What follows belongs to an exercise in optimizing a design on an open flow for small area and a short achievable clock period; a production flow would make more cautious choices. Function was not checked in any run shown here: the RTL went through the layout flow alone. No activity file was given, so power comes from the tool's default toggle rates.

==> flow/design.v, too long to show whole: its modules and the start of the top module <==
// module fp_mul_pipe: 1719 lines
module fp_mul_pipe (
  input  logic        clk,
  input  logic        rst_n,
  input  logic        in_valid,
  input  logic [3:0]  r_mode,
  input  logic [31:0] fp_X,
  input  logic [31:0] fp_Y,
  output logic        out_valid,
  output logic [31:0] fp_Z,
  output logic        ovrf,
  output logic        udrf
);
  // ...
==> flow/run.sh <==
#!/bin/bash
# synth_recipe.tcl (not shown) runs the flow's synth.tcl, then flattens the netlist and writes it again
# the make line also repeats each setting of config.mk as NAME=value (left out here)
make -C /OpenROAD-flow-scripts/flow DESIGN_CONFIG=/design/flow/config.mk WORK_HOME=/design/flow/orfs CLKGATE_MAP_FILE= SYNTH_SCRIPT=/design/flow/synth_recipe.tcl finish
==> flow/config.mk <==
export PLATFORM = sky130hd
export DESIGN_NAME = fp_mul_pipe
export DESIGN_NICKNAME = fp_mul_pipe
export VERILOG_FILES = /design/flow/design.v
export SDC_FILE = /design/flow/constraint.sdc
export NUM_CORES = 4
export LEC_CHECK = 0
export CAP_MARGIN = 20
export CORE_MARGIN = 2
export CORE_UTILIZATION = 40
export CTS_BUF_LIST = sky130_fd_sc_hd__clkbuf_8
export CTS_CLUSTER_SIZE = 30
export SETUP_SLACK_MARGIN = 5.0
export SLEW_MARGIN = 20
==> flow/constraint.sdc <==
create_clock -name core_clock -period 8.5 [get_ports {clk}]
set_input_delay 1.7000 -clock core_clock [delete_from_list [all_inputs] [get_ports {clk}]]
set_output_delay 1.7000 -clock core_clock [all_outputs]
set_load 0.01 [all_outputs]
==> impl_metrics.tcl, run 1 <==
set metrics [dict create \
    synth_compound_area_share_pct 16.1 \
    ant_nets 0 \
    hold_slack_ns 0.325 \
    wl_per_cell_um 21.7 \
    register_area_um2 5020 \
    post-cts-setup-buffers 12 \
    syn2layout_area_growth_pct 20.0 \
    clkPwrFrac_pct 11.8 \
    topRoutingLayerUsed "met5" \
    grt_pass1_wl_um 95400 \
    use_met2_pct 36.3 \
    rsz0062_at_grt "true" \
    yosys.cell_types.count 74 \
    drt_wl_total_um 63400 \
    yosysMostFrequentCell "fa_1" \
    total_power_mw 8.55 \
    final_nets 2643 \
    min_period_over_period_pct 42.0 \
    n_all_buffers 204 \
    status "no timing/DRC/antenna violations" \
    yosys.area_share.xor_xnor_pct 14.0 \
    setup_violations 0 \
    drt_iter0_drc 1504 \
    p_seq_mw 1.81 \
    synthSimpleGateAreaFrac_pct 7.49 \
    crit_type "reg -> reg" \
    post-place-ws_ns 3.67 \
    crit_path_max_fanout 14 \
]
==> inputs of run 2 (changes only) <==
--- a/flow/design.v
+++ b/flow/design.v
@@ -16,20 +16,32 @@
   localparam logic [1:0] RT_RMM = 2'd3;   
   localparam logic [1:0] CL_NUM = 2'd0;
   localparam logic [1:0] CL_ZER = 2'd1;
   localparam logic [1:0] CL_INF = 2'd2;
   localparam logic [1:0] CL_NAN = 2'd3;
   logic [3:0] vld_q;
   logic        s0_d;
   logic [1:0]  rt0_d;
-  logic        xfz0_d, yfz0_d;
+  function automatic logic [4:0] tz24(input logic [22:0] f);
+    logic [22:0] o;
+    logic [4:0]  t;
+    o = f;
+    for (int d = 1; d < 23; d = d * 2)
+      for (int i = 22; i >= 0; i--)
+        if ((i / d) % 2 == 1) o[i] = o[i] | o[(i / d) * d - 1];
+    t = o[22] ? 5'd0 : 5'd23;
+    for (int i = 0; i < 23; i++)
+      if (f[i] && (i == 0 || !o[i-1])) t = t | 5'(i);
+    tz24 = t;
+  endfunction
+  logic [4:0]  tx0_d, ty0_d;
   always_comb begin
-    xfz0_d = (fp_X[22:0] == 23'd0);
-    yfz0_d = (fp_Y[22:0] == 23'd0);
+    tx0_d = tz24(fp_X[22:0]);
+    ty0_d = tz24(fp_Y[22:0]);
     s0_d = fp_X[31] ^ fp_Y[31];
     case (r_mode)
       4'd1:    rt0_d = RT_TRN;
       4'd2:    rt0_d = s0_d ? RT_UPX : RT_TRN;
       4'd3:    rt0_d = s0_d ? RT_TRN : RT_UPX;
       4'd4:    rt0_d = RT_RMM;
       default: rt0_d = RT_RNE;
     endcase
@@ -41,17 +53,18 @@
       y2 = (2*i+1 == 23) ? 1'b1 : fp_Y[2*i+1];
       y1 = fp_Y[2*i];
       y0 = (i == 0) ? 1'b0 : fp_Y[2*i-1];
       b_one0_d[i] = y1 ^ y0;
       b_two0_d[i] = (y2 & ~y1 & ~y0) | (~y2 & y1 & y0);
       b_neg0_d[i] = y2;
     end
   end
-  logic        s0_q, xfz0_q, yfz0_q;
+  logic        s0_q;
+  logic [4:0]  tx0_q, ty0_q;
   logic [1:0]  rt0_q;
   logic [7:0]  ex0_q, ey0_q;
   logic [22:0] fx0_q;
   logic [11:0] b_one0_q, b_two0_q, b_neg0_q;
   wire pp0_0 = ((b_one0_q[0] & fx0_q[0])) ^ b_neg0_q[0];
   wire pp0_1 = ((b_one0_q[0] & fx0_q[1]) | (b_two0_q[0] & fx0_q[0])) ^ b_neg0_q[0];
   wire pp0_2 = ((b_one0_q[0] & fx0_q[2]) | (b_two0_q[0] & fx0_q[1])) ^ b_neg0_q[0];
   wire pp0_3 = ((b_one0_q[0] & fx0_q[3]) | (b_two0_q[0] & fx0_q[2])) ^ b_neg0_q[0];
@@ -1305,47 +1318,35 @@
   assign r1b_q[41] = r1b_r[28];
   assign r1b_q[42] = r1b_r[29];
   assign r1b_q[43] = r1b_r[30];
   assign r1b_q[44] = r1b_r[31];
   assign r1b_q[45] = r1b_r[32];
   assign r1b_q[46] = r1b_r[33];
   assign r1b_q[47] = r1b_r[34];
   assign cin1_q[0] = cin1_r[0];
-  logic [22:0] fy1;
-  logic [22:0] ox, oy;
-  logic        st0_1_d, st1_1_d, xz, yz, xe, ye;
+  logic        st0_1_d, st1_1_d, xz, yz, xe, ye, xfz, yfz;
   logic [1:0]  cl1_d;
   logic [9:0]  e1_d;
+  logic [5:0]  tsum;
   always_comb begin
     xz   = (ex0_q == 8'h00);
     yz   = (ey0_q == 8'h00);
     xe   = (ex0_q == 8'hFF);
     ye   = (ey0_q == 8'hFF);
+    xfz  = (tx0_q == 5'd23);
+    yfz  = (ty0_q == 5'd23);
     e1_d = {2'b00, ex0_q} + {2'b00, ey0_q} - 10'd127;
-    for (int i = 0; i < 12; i++) begin
-      if (2*i+1 <= 22) fy1[2*i+1] = b_neg0_q[i];
-      fy1[2*i] = b_one0_q[i] ^ ((i == 0) ? 1'b0 : b_neg0_q[i-1]);
-    end
-    if ((xe && !xfz0_q) || (ye && !yfz0_q) || (xe && yz) || (ye && xz)) cl1_d = CL_NAN;
+    if ((xe && !xfz) || (ye && !yfz) || (xe && yz) || (ye && xz)) cl1_d = CL_NAN;
     else if (xe || ye)                                           cl1_d = CL_INF;
     else if (xz || yz)                                           cl1_d = CL_ZER;
     else                                                         cl1_d = CL_NUM;
-    ox = fx0_q;
-    oy = fy1;
-    for (int d = 1; d < 23; d = d * 2)
-      for (int i = 22; i >= 0; i--)
-        if ((i / d) % 2 == 1) begin
-          ox[i] = ox[i] | ox[(i / d) * d - 1];
-          oy[i] = oy[i] | oy[(i / d) * d - 1];
-        end
-    st1_1_d = 1'b0;   
-    st0_1_d = 1'b0;   
-    for (int a = 0; a <= 22; a++) st1_1_d = st1_1_d | (ox[a] & oy[22-a]);
-    for (int a = 0; a <= 21; a++) st0_1_d = st0_1_d | (ox[a] & oy[21-a]);
+    tsum    = {1'b0, tx0_q} + {1'b0, ty0_q};
+    st1_1_d = (tsum <= 6'd22);   
+    st0_1_d = (tsum <= 6'd21);   
   end
   logic        s1_q, st0_1_q, st1_1_q;
   logic [1:0]  cl1_q, rt1_q;
   logic [9:0]  e1_q;
   wire ag13 = r1a_q[13] & r1b_q[13];
   wire ap13 = r1a_q[13] ^ r1b_q[13];
   wire ag14 = r1a_q[14] & r1b_q[14];
   wire ap14 = r1a_q[14] ^ r1b_q[14];
@@ -1611,18 +1612,18 @@
   logic        ovrf_q, udrf_q;
   always_ff @(posedge clk or negedge rst_n) begin
     if (!rst_n) vld_q <= '0;
     else        vld_q <= {vld_q[2:0], in_valid};
   end
   always_ff @(posedge clk) begin
     s0_q     <= s0_d;
     rt0_q    <= rt0_d;
-    xfz0_q   <= xfz0_d;
-    yfz0_q   <= yfz0_d;
+    tx0_q    <= tx0_d;
+    ty0_q    <= ty0_d;
     ex0_q    <= fp_X[30:23];
     ey0_q    <= fp_Y[30:23];
     fx0_q    <= fp_X[22:0];
     b_one0_q <= b_one0_d;
     b_two0_q <= b_two0_d;
     b_neg0_q <= b_neg0_d;
     s1_q     <= s0_q;
     cl1_q    <= cl1_d;
==> impl_metrics.tcl, run 2 <==
set metrics [dict create \
    cts_tree "built" \
    wl_per_cell_um 21.4 \
    reg2reg_slack_ns 5.00 \
    fmax_ghz 0.285 \
    syn-num-nets 2570 \
    drt_wl_total_um 63100 \
    drt_iter0_drc 1303 \
    synth_edf_count 0 \
    dieArea_um2 54200 \
    crit_path_max_fanout 13 \
    cts_max_path_buffers 3 \
    synthFlopType "dfxtp_1" \
    dieWidth_um 233 \
    worstPathRequired_ns 9.01 \
    antenna_cells 0 \
    drt-pass1-iter-count 6 \
    cap_viol_max_count 0 \
    antenna_found_initial 1 \
    std_cell_rows 83 \
    synth_top_area_share_pct 24.9 \
    yosys.cell_types.count 70 \
    cts_buffers 44 \
    initial_core_util_pct 40.6 \
    powerDensity_nw_per_um2 356 \
    fill_cells 4716 \
    crit_type "reg -> reg" \
    grtUsageTotal_pct 22.4 \
    cts_htree_levels 2 \
    core_um2 51500 \
    min_period_over_period_pct 41.2 \
    period_needed_ns 3.50 \
    cts.clk_slew.worst_paths_ns 0.06 \
    gp_congestion 0.926 \
    grt_max_degree 45 \
    num_io_pins 106 \
    total_power_mw 9.06 \
    clock_latency_ns 0.64 \
    yosysMostFrequentCell "fa_1" \
    use_met1_pct 27.6 \
    root_buffer "clkbuf_8" \
    cts.sinks 253 \
    ys_async_sr_fraction_pct 1.58 \
    drive_gt1_share_pct 14.8 \
    rsz0062_at_grt "true" \
    syn_inst 2132 \
    reg2reg_to "r1b_r[21]" \
    fin_cells 2944 \
    vias 16447 \
    final_nets 2668 \
    worstHoldPathCells 0 \
    dpl.hpwl_um 40800 \
    ys.warnings.count 3 \
    avgSynthCellArea_um2 9.82 \
    grt_pass1_wl_um 93900 \
    drv_slew 0 \
    final_cell_mix "238 x inv_1, 234 x fa_1, 227 x dfxtp_1" \
    synth_top_area_cell "fa_1" \
    drc 0 \
    whs_endpoint "e2_q[2]" \
    hold_slack_ns 0.326 \
    synth-seq-cells 253 \
    grt_pass1_vias 16811 \
    relSlewSlack_pct 54.1 \
    setup_violations 0 \
    syn_area_um2 20900 \
    status "no timing/DRC/antenna violations" \
    cp-end-kind "flip-flop" \
    skew_ns 0.0357 \
    overflow 0 \
    tightestPinTransition_ns 0.688 \
    post-place-ws_ns 4.31 \
    die_h_um 233 \
    grt_use_met3_pct 4.77 \
    synth_top_cells_by_count "260 x fa_1, 257 x a22oi_1, 249 x dfxtp_1" \
    hp-start "e1_q[2]" \
    tns_ns 0 \
    synth_area_leaders "fa_1 25%, dfxtp_1 24%, xnor2_1 9.8%" \
    timing.final.ws_setup_ns 5.00 \
    p_leak_nw 10.5 \
    ant_nets 0 \
    cp.arrival_ns 4.02 \
    hp-class "reg -> reg" \
    ff2ff_path_depth 10 \
    use_met2_pct 37.6 \
    reg_top3 "r1a_r x35, r1b_r x35, z_q x32" \
    start_kind "flip-flop" \
    post_drt_via_cell_ratio 5.59 \
    final_common_cell "inv_1" \
    io_buffers 105 \
    r2r_start "fx0_q[22]" \
    gr-max-usage-layer "met2" \
    irDropWorstVdd_v 0.000204 \
    syn2layout_area_growth_pct 21.7 \
    yosysSeqAreaShare_pct 24.3 \
    dp_cells 2818 \
    hold_viol_final 0 \
]
[run 2: where the power goes]
part,switching [mW],internal (mW),total [mW],leakage (nW)
Combinational,3.26,2.69,5.95,7.85
Clock,0.541,0.703,1.24,0.533
Sequential,0.201,1.67,1.87,2.15
[run 2: worst max path at each step]
stage / start / to / slack, ns / cells past startpoint
finish: fx0_q[22] / r1b_r[21] / 5.00 / 10
detailed placement: inc2_q / z_q[8] / 4.31 / 12
global placement: inc2_q / z_q[7] / 4.37 / 12
floorplan: b_neg0_q[6] / r1b_r[12] / 5.00 / 10
CTS: b_one0_q[10] / r1b_r[16] / 5.00 / 9
global route: b_one0_q[5] / r1b_r[21] / 4.96 / 10
[run 2: critical path, stage by stage (launching register included)]
cell,delay [ns]
dfxtp_4,0.36
buf_12,0.16
a21oi_4,0.17
xnor2_2,0.12
fa_1,0.59
inv_1,0.08
fa_1,0.50
fa_2,0.36
fa_1,0.51
fa_1,0.50
inv_1,0.04
[run 2: cells by family (layout without fill, tap and decap cells)]
group / Yosys count / in the layout / synth area share [%]
compound gates: 473 / 474 / 15.9
buf+inv: 396 / 526 / 7.23
mux: 5 / 5 / 0.245
simple gates: 296 / 297 / 6.68
fa+ha+maj: 367 / 367 / 31.3
flops: 253 / 253 / 24.3
xor+xnor: 342 / 342 / 14.4
[run 2: stage by stage]
stage	instance area, um^2	util (%)
global placement	22700	44.0
finish	25500	49.5
floorplan	21000	-
global route	25500	49.5
CTS	24200	47.0
detailed placement	22700	44.0
[run 2: timing repair]
item | 4_1_cts | 5_1_grt
gates cloned | 2 | 14
setup buffers | 15 | 15
pin swaps | 5 | 38
resized for setup | 109 | 179
hold buffers | 0 | 0
endpoints found under the setup margin | 95 | 71
[run 2: area by class of cell]
type / instances / area (um^2) / share of cell area (%)
Multi-Input combinational cell: 1485 / 14900 / 58.6
Timing Repair Buffer: 205 / 2600 / 10.2
Clock inverter: 27 / 278 / 1.09
Inverter: 241 / 938 / 3.68
Tap cell: 680 / 851 / 3.34
Sequential cell: 253 / 5150 / 20.2
Clock buffer: 53 / 729 / 2.86
[run 2: per-layer routing]
| layer | wire length [um] | vias to the layer above | share of wire [%] |
|---|---|---|---|
| li1 | - | 7297 | - |
| met1 | 24400 | 8025 | 39 |
| met2 | 29600 | 887 | 47 |
| met3 | 5710 | 238 | 9.0 |
| met4 | 3340 | 0 | 5.3 |
| met5 | 0 | - | 0 |

-- afterwards: timing with drivers on the ports --
Ports are ideal in the flow. The routed layouts listed here were re-timed in OpenROAD.
Step 1 assumes that a clkbuf_16 drives the clock port and a buf_2 every other input.
Step 2 times the ports against the registers' clock, not the clock port: input delays grow and output delays shrink by t, the midpoint of the rising clock arrivals with the driver on.
Three values: no drivers, after step 1, after step 2; two values: the first two.
| run | shift t [ns] | slack for setup (ns) | clock arrival spread, ns | pins driven straight from the clock port |
|---|---|---|---|---|
| run 1 | 0.662 | 4.932 / 4.932 / 4.797 | 0.046 / 0.046 | 1 |
| run 2 | 0.678 | 4.996 / 4.996 / 4.442 | 0.036 / 0.037 | 1 |
After both steps setup and hold are still met in every run listed. The setup slack of run 2, which loses most, moves by 0.000 ns with the drivers and by -0.554 ns with both steps.
